Source: an optimization exercise on an open RTL-to-GDS flow (aim: small area and a short achievable clock period). Production flows keep margins and buffers that such runs may drop.
RTL that was checked went through simulation tests only; none was proved equivalent to the original.

Setup of oak:
## fpmul_queue_wrapper
module fpmul_queue_wrapper #(
  parameter int DW    = 32,
  parameter int DEPTH = 4,
  parameter int CNT_W = $clog2(DEPTH) + 1
) (
  input  logic          Clk,
  input  logic          Rst_n,
  input  logic [2:0]    A,
  input  logic          WE,
  input  logic          RE,
  input  logic [DW-1:0] InData,
  output logic [DW-1:0] OutData,
  output logic          irq,
  output logic          done_sig
);
==> flow/config.mk <==
export PLATFORM = sky130hd
export DESIGN_NAME = fpmul_queue_wrapper
export DESIGN_NICKNAME = fpmul_queue_wrapper
export VERILOG_FILES = /design/flow/design.v
export SDC_FILE = /design/flow/constraint.sdc
export NUM_CORES = 4
export LEC_CHECK = 0
export CAP_MARGIN = 20
export CORE_MARGIN = 2
export CORE_UTILIZATION = 40
export SLEW_MARGIN = 20
==> flow/constraint.sdc <==
create_clock -name core_clock -period 12.0 [get_ports {Clk}]
set_input_delay 2.4000 -clock core_clock [delete_from_list [all_inputs] [get_ports {Clk}]]
set_output_delay 2.4000 -clock core_clock [all_outputs]
set_load 0.01 [all_outputs]
standard.sh (not shown) runs the stock make flow with config.mk's settings and CLKGATE_MAP_FILE= SYNTH_SCRIPT=/design/flow/synth_recipe.tcl, a recipe that flattens the netlist after the stock synthesis.
==> flow/flow/run.sh <==
#!/bin/bash
set -euo pipefail
CTS="-sink_clustering_enable -repair_clock_nets -dont_use_dummy_load"
CTS="$CTS -buf_list {sky130_fd_sc_hd__clkbuf_8 sky130_fd_sc_hd__clkbuf_16}"
CTS="$CTS -sink_clustering_size 20 -sink_clustering_max_diameter 100"
bash standard.sh SETUP_SLACK_MARGIN=6.5 "CTS_ARGS=$CTS" finish > standard.log 2>&1
Here is what was changed in the inputs of birch compared with oak.
--- a/flow/design.v
+++ b/flow/design.v
@@ -216,21 +216,24 @@
   logic        r_ff, r_00, r_sp, busy;
   assign rp   = res_head;
   assign r_ff = (rp[30:23] == 8'hFF);
   assign r_00 = (rp[30:23] == 8'h00);
   assign r_sp = r_ff || r_00;
   assign busy = !ph0 || !cmd_empty;
-  always_comb begin
-    OutData = '0;
-    case (A)
-      3'd0: if (va_q) OutData = opa_q;
-      3'd1: if (vb_q) OutData = opb_q;
-      3'd2: if (!res_empty) OutData = {rp[31:2], rp[1:0] & {2{!r_sp}}};
-      3'd3: if (!res_empty) OutData = {26'b0, r_ff && rp[1], r_00 && rp[1], r_ff && rp[22],
-                                       r_ff && !rp[22], r_sp && rp[0], r_00};
-      3'd4: OutData = DW'({8'b0, 8'(cmd_cnt_q), 8'(res_cnt_q), 3'b0,
-                           irq_en_q, busy, cmd_full, ovf_q, unf_q});
-      3'd5: OutData = DW'({irq_en_q, 2'b0});
-      default: OutData = '0;
+  logic [31:0] rd_p, rd_f, rd_s, rd_c, rd_lo, rd_hi;
+  logic        en_lo;
+  assign rd_p = {rp[31:2], rp[1:0] & {2{!r_sp}}};
+  assign rd_f = {26'b0, r_ff && rp[1], r_00 && rp[1], r_ff && rp[22],
+                 r_ff && !rp[22], r_sp && rp[0], r_00};
+  assign rd_s = DW'({8'b0, 8'(cmd_cnt_q), 8'(res_cnt_q), 3'b0,
+                     irq_en_q, busy, cmd_full, ovf_q, unf_q});
+  assign rd_c = DW'({irq_en_q, 2'b0});
+  always_comb begin
+    case (A[1:0])
+      2'd0:    begin rd_lo = opa_q; en_lo = va_q;       rd_hi = rd_s; end
+      2'd1:    begin rd_lo = opb_q; en_lo = vb_q;       rd_hi = rd_c; end
+      2'd2:    begin rd_lo = rd_p;  en_lo = !res_empty; rd_hi = '0;   end
+      default: begin rd_lo = rd_f;  en_lo = !res_empty; rd_hi = '0;   end
     endcase
+    OutData = A[2] ? rd_hi : (rd_lo & {32{en_lo}});
   end
 endmodule
Comparing birch and oak, the higher routed wire length was measured on oak. birch: register fraction of the total cell area is 0.92 points lower than what oak reported. Compared birch against oak; clock-cell share of area within noise. Any difference in height of the die between oak and birch is small enough to ignore. Status: share of synthesized cell area in full adder, half adder and majority cells parity (birch, oak). Final critical path time including I/O delays and setup: birch > oak. Reported for birch and oak, standard-cell row count turned out identical to the last digit.
Function not checked in birch: the RTL went through the layout flow alone.

---

Setup of run C:
Another version of the RTL of fpmul_queue_wrapper (not shown whole).
Size in the first run: about 520 flip-flops, ~73 I/O pins, ~0.024 mm2 of cells after synthesis.
==> flow/design.v (excerpt) <==
module fpmul_queue_wrapper #(
  parameter int DW    = 32,
  parameter int DEPTH = 4,
  parameter int CNT_W = $clog2(DEPTH) + 1
) (
  input  logic          Clk,
  input  logic          Rst_n,
  input  logic [2:0]    A,
  input  logic          WE,
  input  logic          RE,
  input  logic [DW-1:0] InData,
  output logic [DW-1:0] OutData,
  output logic          irq,
  output logic          done_sig
);
clock: 12.0 ns
lec_check: 0
cap_margin: 20
core_margin: 2
core_utilization: 40
slew_margin: 20
synth_hierarchical: 1
Scripts as last shown in full above: flow/flow/run.sh
Modified inputs, run A compared to run C
diff --git a/flow/design.v b/flow/design.v
--- a/flow/design.v
+++ b/flow/design.v
@@ -225,53 +225,45 @@
   assign busy = !ph0 || !cmd_empty;
   logic [31:0] rd_a, rd_b, rd_p, rd_f, rd_s, rd_c;
   logic [5:0]  sel;
   assign rd_a = opa_q;
   assign rd_b = opb_q;
   assign rd_p = {rp[31:2], rp[1:0] & {2{!r_sp}}};
   assign rd_f = {26'b0, r_ff && rp[1], r_00 && rp[1], r_ff && rp[22],
                  r_ff && !rp[22], r_sp && rp[0], r_00 && !res_empty};
   assign rd_s = DW'({8'b0, 8'(cmd_cnt_q), 8'(res_cnt_q), 3'b0,
                      irq_en_q, busy, cmd_full, ovf_q, unf_q});
   assign rd_c = DW'({irq_en_q, 2'b0});
-  fpmul_adec u_adec (.a(A), .va(va_q), .vb(vb_q), .sel(sel));
+  assign sel  = {A == 3'd5, A == 3'd4, A == 3'd3, A == 3'd2,
+                 (A == 3'd1) && vb_q, (A == 3'd0) && va_q};
   for (genvar i = 0; i < 32; i++) begin : g_out
     logic ta, tb, tp, tf, ts, tc;
     assign ta = !(sel[0] && rd_a[i]);
     assign tb = !(sel[1] && rd_b[i]);
     assign tp = !(sel[2] && rd_p[i]);
     assign tf = !(sel[3] && rd_f[i]);
     assign ts = !(sel[4] && rd_s[i]);
     assign tc = !(sel[5] && rd_c[i]);
     if (i == 2) begin : g_n6
       fpmul_nand6 u_n (.x({ta, tb, tp, tf, ts, tc}), .y(OutData[i]));
     end else if (i < 5) begin : g_n5
       fpmul_nand5 u_n (.x({ta, tb, tp, tf, ts}), .y(OutData[i]));
     end else if (i == 5) begin : g_n4f
       fpmul_nand4 u_n (.x({ta, tb, tp, tf}), .y(OutData[i]));
     end else if ((i >= 8 && i <= 10) || (i >= 16 && i <= 18)) begin : g_n4s
       fpmul_nand4 u_n (.x({ta, tb, tp, ts}), .y(OutData[i]));
     end else begin : g_n3
       fpmul_nand3 u_n (.x({ta, tb, tp}), .y(OutData[i]));
     end
   end
 endmodule
-module fpmul_adec (
-  input  logic [2:0] a,
-  input  logic       va,
-  input  logic       vb,
-  output logic [5:0] sel
-);
-  assign sel = {a == 3'd5, a == 3'd4, a == 3'd3, a == 3'd2,
-                (a == 3'd1) && vb, (a == 3'd0) && va};
-endmodule
 module fpmul_nand3 (input logic [2:0] x, output logic y);
   assign y = !(&x);
 endmodule
 module fpmul_nand4 (input logic [3:0] x, output logic y);
   assign y = !(&x);
 endmodule
 module fpmul_nand5 (input logic [4:0] x, output logic y);
   assign y = !(&x);
 endmodule
 module fpmul_nand6 (input logic [5:0] x, output logic y);
   assign y = !(&x);
--- outcome ---
Any difference in final cycle utilization of the critical path between run C and run A is small enough to ignore.
Between run C and run A, the difference in setup slack is negligible.
The effective utilization at floorplan on run A is in line with that on run C.
Share of the final layout cell area in sequential cells: run A vs run C, no meaningful difference
[compare] base=run C new=run A: fmax stayed essentially flat, hold slack decreased by 0.0044 ns relative to the old numbers.
No functional check of the RTL was part of run A.

---

## rev 12
fpmul_queue_wrapper, a different RTL version from the one above (not shown whole).
Size: roughly 1,800 cells after synthesis, ~520 flip-flops, about 73 I/O pins, roughly 0.024 mm² of cells after synthesis.
==> flow/config.mk <==
export PLATFORM = sky130hd
export DESIGN_NAME = fpmul_queue_wrapper
export DESIGN_NICKNAME = fpmul_queue_wrapper
export VERILOG_FILES = /design/flow/design.v
export SDC_FILE = /design/flow/constraint.sdc
export NUM_CORES = 4
export LEC_CHECK = 0
export CAP_MARGIN = 20
export CORE_MARGIN = 2
export CORE_UTILIZATION = 40
export SLEW_MARGIN = 20
export SYNTH_HIERARCHICAL = 1
==> flow/constraint.sdc <==
create_clock -name core_clock -period 12.0 [get_ports {Clk}]
set_input_delay 2.4000 -clock core_clock [delete_from_list [all_inputs] [get_ports {Clk}]]
set_output_delay 2.4000 -clock core_clock [all_outputs]
set_load 0.01 [all_outputs]
==> flow/flow/run.sh <==
#!/bin/bash
set -euo pipefail
CTS="-sink_clustering_enable -repair_clock_nets -dont_use_dummy_load"
CTS="$CTS -buf_list {sky130_fd_sc_hd__clkbuf_8 sky130_fd_sc_hd__clkbuf_16}"
CTS="$CTS -sink_clustering_size 20 -sink_clustering_max_diameter 100"
bash standard.sh SETUP_SLACK_MARGIN=5.9 "CTS_ARGS=$CTS" finish > standard.log 2>&1
Setup changes, rev 12 to rev 13
--- a/flow/design.v
+++ b/flow/design.v
@@ -101,68 +101,67 @@
   logic        s_q;
   logic [23:0] r_in;
   logic [27:0] sum;
   logic        ph0, ph1;
   assign ph0  = (ph_q == 3'd0);
   assign ph1  = (ph_q == 3'd1);
   assign r_in = ph1 ? 24'd0 : r_q[25:2];
-  logic [23:0] mm, nr;
+  logic [23:0] mm;
   logic [23:0] q0, q1, q2, q3;
   logic [26:0] s1, c1, s2, c2, s3, c3;
   assign mm = {1'b1, am_q};
-  assign nr = ~(r_q[25:2] & {24{!ph1}});
-  assign q0 = ~(mm & {24{bm_q[0]}});
-  assign q1 = ~(mm & {24{bm_q[1]}});
-  assign q2 = ~(mm & {24{bm_q[2]}});
-  assign q3 = ~(mm & {24{bm_q[3]}});
-  fpmul_hai u_r1h (.a(nr[0]), .b(q0[0]), .s(s1[0]), .co(c1[1]));
+  assign q0 = mm & {24{bm_q[0]}};
+  assign q1 = mm & {24{bm_q[1]}};
+  assign q2 = mm & {24{bm_q[2]}};
+  assign q3 = mm & {24{bm_q[3]}};
+  fpmul_ha u_r1h (.a(r_in[0]), .b(q0[0]), .s(s1[0]), .co(c1[1]));
   for (genvar i = 1; i < 24; i++) begin : g_r1
-    fpmul_fa u_fa (.a(nr[i]), .b(q0[i]), .c(q1[i-1]), .s(s1[i]), .co(c1[i+1]));
+    fpmul_fa u_fa (.a(r_in[i]), .b(q0[i]), .c(q1[i-1]), .s(s1[i]), .co(c1[i+1]));
   end
   assign s1[24] = q1[23];
-  assign c1[0]  = 1'b1;
-  assign s1[26:25] = '1;
-  assign c1[26:25] = '1;
+  assign c1[0]  = 1'b0;
+  assign s1[26:25] = '0;
+  assign c1[26:25] = '0;
   assign s2[0] = s1[0];
-  fpmul_hai u_r2h (.a(s1[1]), .b(c1[1]), .s(s2[1]), .co(c2[2]));
+  fpmul_ha u_r2h (.a(s1[1]), .b(c1[1]), .s(s2[1]), .co(c2[2]));
   for (genvar i = 2; i < 25; i++) begin : g_r2
     fpmul_fa u_fa (.a(s1[i]), .b(c1[i]), .c(q2[i-2]), .s(s2[i]), .co(c2[i+1]));
   end
   assign s2[25] = q2[23];
-  assign c2[1:0] = '1;
-  assign s2[26] = 1'b1;
-  assign c2[26] = 1'b1;
+  assign c2[1:0] = '0;
+  assign s2[26] = 1'b0;
+  assign c2[26] = 1'b0;
   assign s3[1:0] = s2[1:0];
-  fpmul_hai u_r3h (.a(s2[2]), .b(c2[2]), .s(s3[2]), .co(c3[3]));
+  fpmul_ha u_r3h (.a(s2[2]), .b(c2[2]), .s(s3[2]), .co(c3[3]));
   for (genvar i = 3; i < 26; i++) begin : g_r3
     fpmul_fa u_fa (.a(s2[i]), .b(c2[i]), .c(q3[i-3]), .s(s3[i]), .co(c3[i+1]));
   end
   assign s3[26] = q3[23];
-  assign c3[2:0] = '1;
-  logic [23:0] cg, cp;
-  for (genvar i = 0; i < 24; i++) begin : g_gp
-    fpmul_ha u_gp (.a(s3[i+3]), .b(c3[i+3]), .s(cp[i]), .co(cg[i]));
-  end
+  assign c3[2:0] = '0;
   always_comb begin
-    logic [23:0] gg, pp;
-    gg = {cg[23:1], cg[0] | cp[0]};
-    pp = cp;
+    logic [23:0] g, p, gg, pp;
+    for (int i = 0; i < 24; i++) begin
+      g[i] = s3[i+3] & c3[i+3];
+      p[i] = s3[i+3] ^ c3[i+3];
+    end
+    gg = g;
+    pp = p;
     for (int l = 0; l < 5; l++)
       for (int i = 0; i < 24; i++)
         if ((i + 1) % (2 << l) == 0) begin
           gg[i] = gg[i] | (pp[i] & gg[i - (1 << l)]);
           pp[i] = pp[i] & pp[i - (1 << l)];
         end
     for (int l = 3; l >= 0; l--)
       for (int i = 0; i < 24; i++)
         if ((i + 1) % (2 << l) == (1 << l) && i >= (2 << l)) begin
           gg[i] = gg[i] | (pp[i] & gg[i - (1 << l)]);
           pp[i] = pp[i] & pp[i - (1 << l)];
         end
-    sum = {!gg[23], ~(cp ^ {gg[22:0], 1'b1}), ~s3[2:0]};
+    sum = {gg[23], p ^ {gg[22:0], 1'b0}, s3[2:0]};
   end
   always_ff @(posedge Clk) begin
     if (ph0) begin
       sign_q <= cmd_head[55];
       esum_q <= cmd_head[54:46];
       am_q   <= cmd_head[45:23];
       bm_q   <= cmd_head[22:0];
@@ -285,18 +284,14 @@
     end
   end
 endmodule
 module fpmul_fa (input logic a, b, c, output logic s, co);
   assign s  = a ^ b ^ c;
   assign co = (a & b) | (a & c) | (b & c);
 endmodule
-module fpmul_hai (input logic a, b, output logic s, co);
-  assign s  = !(a ^ b);
-  assign co = a | b;
-endmodule
 module fpmul_ha (input logic a, b, output logic s, co);
   assign s  = a ^ b;
   assign co = a & b;
 endmodule
 module fpmul_dec4 (input logic [1:0] a, output logic [3:0] y);
   assign y = 4'b0001 << a;
 endmodule
## What came out
Rev 13: full flow OK, the timing, DRC and antenna checks passed
Diff rev 12 -> rev 13: sequential share of layout area did not really move; number of cells upsized or downsized after cts went up; register-to-register slack went down.
Rev 12 → rev 13: filler cell count ~0 delta.
The RTL of rev 13 was laid out without a check of its function.

---

TR:
Another version of the RTL of fpmul_queue_wrapper (not shown whole).
Size: roughly 1,700 cells after synthesis, roughly 73 I/O pins, ~24,000 um^2 of cells after synthesis.
clock: 12.0 ns
lec_check: 0
cap_margin: 20
core_margin: 2
core_utilization: 40
slew_margin: 20
synth_hierarchical: 1
==> flow/flow/run.sh <==
#!/bin/bash
set -euo pipefail
CTS="-sink_clustering_enable -repair_clock_nets -dont_use_dummy_load"
CTS="$CTS -buf_list {sky130_fd_sc_hd__clkbuf_8 sky130_fd_sc_hd__clkbuf_16}"
CTS="$CTS -sink_clustering_size 20 -sink_clustering_max_diameter 100"
bash standard.sh SETUP_SLACK_MARGIN=6.8 "CTS_ARGS=$CTS" finish > standard.log 2>&1
Changes in PW relative to TR:
-- flow/design.v --
<<< TR, line 218
  end
  logic [31:0] rp;
  logic        r_ff, r_00, r_sp, busy;
  assign rp   = res_head;
  assign r_ff = (rp[30:23] == 8'hFF);
  assign r_00 = (rp[30:23] == 8'h00);
  assign r_sp = r_ff || r_00;
  assign busy = !ph0 || !cmd_empty;
  logic [31:0] rd_a, rd_b, rd_p, rd_f, rd_s, rd_c;
  logic [5:0]  sel [4];
  assign rd_a = opa_q;
  assign rd_b = opb_q;
  assign rd_p = {rp[31:2], rp[1:0] & {2{!r_sp}}};
  assign rd_f = {26'b0, r_ff && rp[1], r_00 && rp[1], r_ff && rp[22],
                 r_ff && !rp[22], r_sp && rp[0], r_00 && !res_empty};
  assign rd_s = DW'({8'b0, 8'(cmd_cnt_q), 8'(res_cnt_q), 3'b0,
                     irq_en_q, busy, cmd_full, ovf_q, unf_q});
  assign rd_c = DW'({irq_en_q, 2'b0});
  for (genvar k = 0; k < 4; k++) begin : g_adec
>>> PW, line 218
  end
  logic [31:0] rp;
  logic [1:0]  rp_lo;
  logic [5:0]  flags;
  logic        busy, full;
  assign rp = res_head;
  fpmul_rdata u_rdata (
    .rp_e(rp[30:23]), .rp_f22(rp[22]), .rp_f(rp[1:0]), .empty(res_empty),
    .ph0(ph0), .cmd_cnt(cmd_cnt_q), .p_lo(rp_lo), .flags(flags), .busy(busy), .full(full)
  );
  logic [31:0] rd_a, rd_b, rd_p, rd_f, rd_s, rd_c;
  logic [5:0]  sel [4];
  assign rd_a = opa_q;
  assign rd_b = opb_q;
  assign rd_p = {rp[31:2], rp_lo};
  assign rd_f = DW'(flags);
  assign rd_s = DW'({8'b0, 8'(cmd_cnt_q), 8'(res_cnt_q), 3'b0,
                     irq_en_q, busy, full, ovf_q, unf_q});
  assign rd_c = DW'({irq_en_q, 2'b0});
  for (genvar k = 0; k < 4; k++) begin : g_adec
<<< TR, line 257
    end
  end
endmodule
module fpmul_adec (
>>> PW, line 258
    end
  end
endmodule
module fpmul_rdata (
  input  logic [7:0] rp_e,
  input  logic       rp_f22,
  input  logic [1:0] rp_f,
  input  logic       empty,
  input  logic       ph0,
  input  logic [2:0] cmd_cnt,
  output logic [1:0] p_lo,
  output logic [5:0] flags,
  output logic       busy,
  output logic       full
);
  logic r_ff, r_00, r_sp;
  assign r_ff  = (rp_e == 8'hFF);
  assign r_00  = (rp_e == 8'h00);
  assign r_sp  = r_ff || r_00;
  assign p_lo  = rp_f & {2{!r_sp}};
  assign flags = {r_ff && rp_f[1], r_00 && rp_f[1], r_ff && rp_f22,
                  r_ff && !rp_f22, r_sp && rp_f[0], r_00 && !empty};
  assign busy  = !ph0 || (cmd_cnt != 3'd0);
  assign full  = (cmd_cnt == 3'd4);
endmodule
module fpmul_adec (
Notes after the runs:
- Topmost layer with routed signal wires = met5: TR; topmost layer with routed signal wires = met4: PW
- Changes observed in PW relative to TR: routed metal-1 wirelength decreased 3.2%; number of failing setup endpoints in the final timing report closely matched the old numbers; via count shows a reduction of 190; time the worst path needs with I/O delays and setup down 0.044 ns.
- Comparing PW and TR, the higher achievable clock frequency is on PW.
- PW and TR ended up with nearly the same initial standard-cell utilization of the core.
No run of this note included a check of the RTL's function; only the layout flow was run.

[re-timing with driven ports]
How much do the figures lean on ideal ports? The routed layouts below were timed once more, with nothing changed but the port constraints.
Step 1, drivers: a clkbuf_16 drives Clk and a buf_2 each remaining input, both assumed.
Step 2 moves the port delays by t, midway between the first and last clock arrival at a register: inputs arrive t later, outputs are due t later. That takes back most of the time a late clock gives input paths.
Slacks: no drivers / after step 1 / after step 2; pairs: no drivers / after step 1.
| run | shift t [ns] | setup WS [ns] | worst setup path after step 2 |
|---|---|---|---|
| oak | 0.642 | 5.756 / 5.605 / 5.605 | input to output |
| birch | 0.649 | 5.753 / 5.702 / 5.702 | input to output |
| run C | 0.638 | 6.053 / 5.952 / 5.952 | input to output |
| run A | 0.639 | 6.054 / 5.987 / 5.987 | input to output |
| rev 12 | 0.640 | 5.926 / 5.869 / 5.869 | input to output |
| rev 13 | 0.635 | 5.890 / 5.831 / 5.831 | input to output |
| TR | 0.643 | 6.007 / 5.932 / 5.932 | input to output |
| PW | 0.641 | 6.051 / 6.003 / 6.003 | input to output |
After both steps every run listed still meets setup and hold. For oak, which loses most, drivers alone change the setup slack by -0.151 ns; drivers and shift together by -0.151 ns.
